Background: an optimization exercise with open tools, aiming at small area, a short achievable clock period and few clock cycles per item. Do not read the settings as production practice. Only simulation tests tie the RTL to the original design; equivalence was not proved. Power is estimated from default activity; no workload was simulated.

## heading_pid_steer_controller
module heading_pid_steer_controller (
   input  logic                  clock,
   input  logic                  reset,
   input  logic                  req_valid,
   output logic                  req_ready,
   input  logic [OP_W-1:0]       req_op,
   input  logic [ANGLE_IN_W-1:0] req_angle_in,
   input  logic [THROTTLE_W-1:0] req_throttle_in,
   input  logic                  req_enable_in,
   output logic                  rsp_valid,
   input  logic                  rsp_ready,
   output logic [STEER_W-1:0]    rsp_steer_out,
   output logic [THROTTLE_W-1:0] rsp_throttle_out,
   output logic                  rsp_in_band,
   input  logic                  csr_wr_en,
   input  logic [CSR_IDX_W-1:0]  csr_index,
   input  logic [CSR_DATA_W-1:0] csr_wr_data
);
For scale: ~4200 cells after synthesis, about 600 flip-flops, about 94 I/O pins, roughly 39000 µm² of cells after synthesis.
export LEC_CHECK = 0
export ABC_CLOCK_PERIOD_IN_PS = 3000
export CAP_MARGIN = 20
export CORE_MARGIN = 2
export CORE_UTILIZATION = 65
export SETUP_SLACK_MARGIN = 2.5
export SLEW_MARGIN = 20
create_clock -name core_clock -period 6.0 [get_ports {clock}]
run.sh (not shown) runs the stock make flow with config.mk's settings and CLKGATE_MAP_FILE= SYNTH_SCRIPT=/design/flow/synth_recipe.tcl, a recipe that flattens the netlist after the stock synthesis.
Testbench counts at the start, summed over its fixed seeds: cycles 8,109, items 1,961.
Edit:
--- a/flow/config.mk
+++ b/flow/config.mk
@@ -7,7 +7,7 @@
 export LEC_CHECK = 0
-export ABC_CLOCK_PERIOD_IN_PS = 3000
+export ABC_CLOCK_PERIOD_IN_PS = 3500
 export CAP_MARGIN = 20
 export CORE_MARGIN = 2
-export CORE_UTILIZATION = 65
-export SETUP_SLACK_MARGIN = 2.5
+export CORE_UTILIZATION = 40
+export SETUP_SLACK_MARGIN = 1.5
 export SLEW_MARGIN = 20
Total power goes down by 3.2%.
Via count goes down by 5.6%.
Sequential power goes down by about 0.8%.
Synthesized area stays the same.
Edit:
--- a/flow/config.mk
+++ b/flow/config.mk
@@ -11,3 +11,3 @@
 export CORE_UTILIZATION = 40
-export SETUP_SLACK_MARGIN = 1.5
+export SETUP_SLACK_MARGIN = 2.0
 export SLEW_MARGIN = 20
Result: The changed run went through all stages and came out clean. Area after synthesis does not change. Worst hold slack gets better by 0.0077 ns. Non-clock buffer count rose by 13. Die area stays the same. Wire length fell by 0.32%. Core utilization rose by 0.53 points. Clock power stays flat. Synthesized cell count does not change. Cell count is about the same. Clock skew fell by 0.0073 ns.

Another version of the RTL of heading_pid_steer_controller (not shown whole).
Size: roughly 560 flip-flops, roughly 94 I/O pins.
==> flow/config.mk <==
export PLATFORM = sky130hd
export DESIGN_NAME = heading_pid_steer_controller
export DESIGN_NICKNAME = heading_pid_steer_controller
export VERILOG_FILES = /design/flow/design.v
export SDC_FILE = /design/flow/constraint.sdc
export NUM_CORES = 4
export LEC_CHECK = 0
export ABC_CLOCK_PERIOD_IN_PS = 3300
export CAP_MARGIN = 20
export CORE_MARGIN = 2
export CORE_UTILIZATION = 50
export CTS_CLUSTER_DIAMETER = 120
export CTS_CLUSTER_SIZE = 24
export SETUP_SLACK_MARGIN = 2.4
export SLEW_MARGIN = 20
==> flow/constraint.sdc <==
create_clock -name core_clock -period 6.0 [get_ports {clock}]
set_input_delay 1.2000 -clock core_clock [delete_from_list [all_inputs] [get_ports {clock}]]
set_output_delay 1.2000 -clock core_clock [all_outputs]
set_load 0.01 [all_outputs]
The baseline finished clean.
Testbench counts at the start, summed over its fixed seeds: cycles 7,740, items 1,961.
Edit:
--- a/flow/config.mk
+++ b/flow/config.mk
@@ -10,6 +10,6 @@
 export CORE_MARGIN = 2
-export CORE_UTILIZATION = 50
+export CORE_UTILIZATION = 45
 export CTS_CLUSTER_DIAMETER = 120
 export CTS_CLUSTER_SIZE = 24
-export SETUP_SLACK_MARGIN = 2.4
+export SETUP_SLACK_MARGIN = 2.3
 export SLEW_MARGIN = 20
The new run ran to the end with no violations.
Routed wire length drops by about 1.3%.
Die area climbs by about 11%.
Total power drops by about 2.4%.

==> static timing again, ports no longer ideal <==
Ports are ideal in the flow. The routed layouts listed here were re-timed in OpenROAD. Step 1, drivers: a clkbuf_16 drives clock and a buf_2 each remaining input, both assumed. Step 2 times the ports against the registers' clock, not the clock port: input delays grow and output delays shrink by t, the midpoint of the rising clock arrivals with the driver on. Three values: no drivers, after step 1, after step 2; two values: the first two.
run	shift t [ns]	setup WS [ns]	worst setup path after step 2
the first run of note 1	0.697	1.979 / 1.979 / 1.968	input to register
the second run of note 1	0.679	1.673 / 1.625 / 1.673	register to register
the third run of note 1	0.680	2.013 / 2.013 / 1.956	input to register
the first run of note 2	0.673	2.401 / 2.401 / 2.039	input to register
the second run of note 2	0.672	2.348 / 2.348 / 1.852	input to register
After both steps setup and hold are still met in every run listed. For the second run of note 2, which loses most, drivers alone change the setup slack by 0.000 ns; drivers and shift together by -0.496 ns.
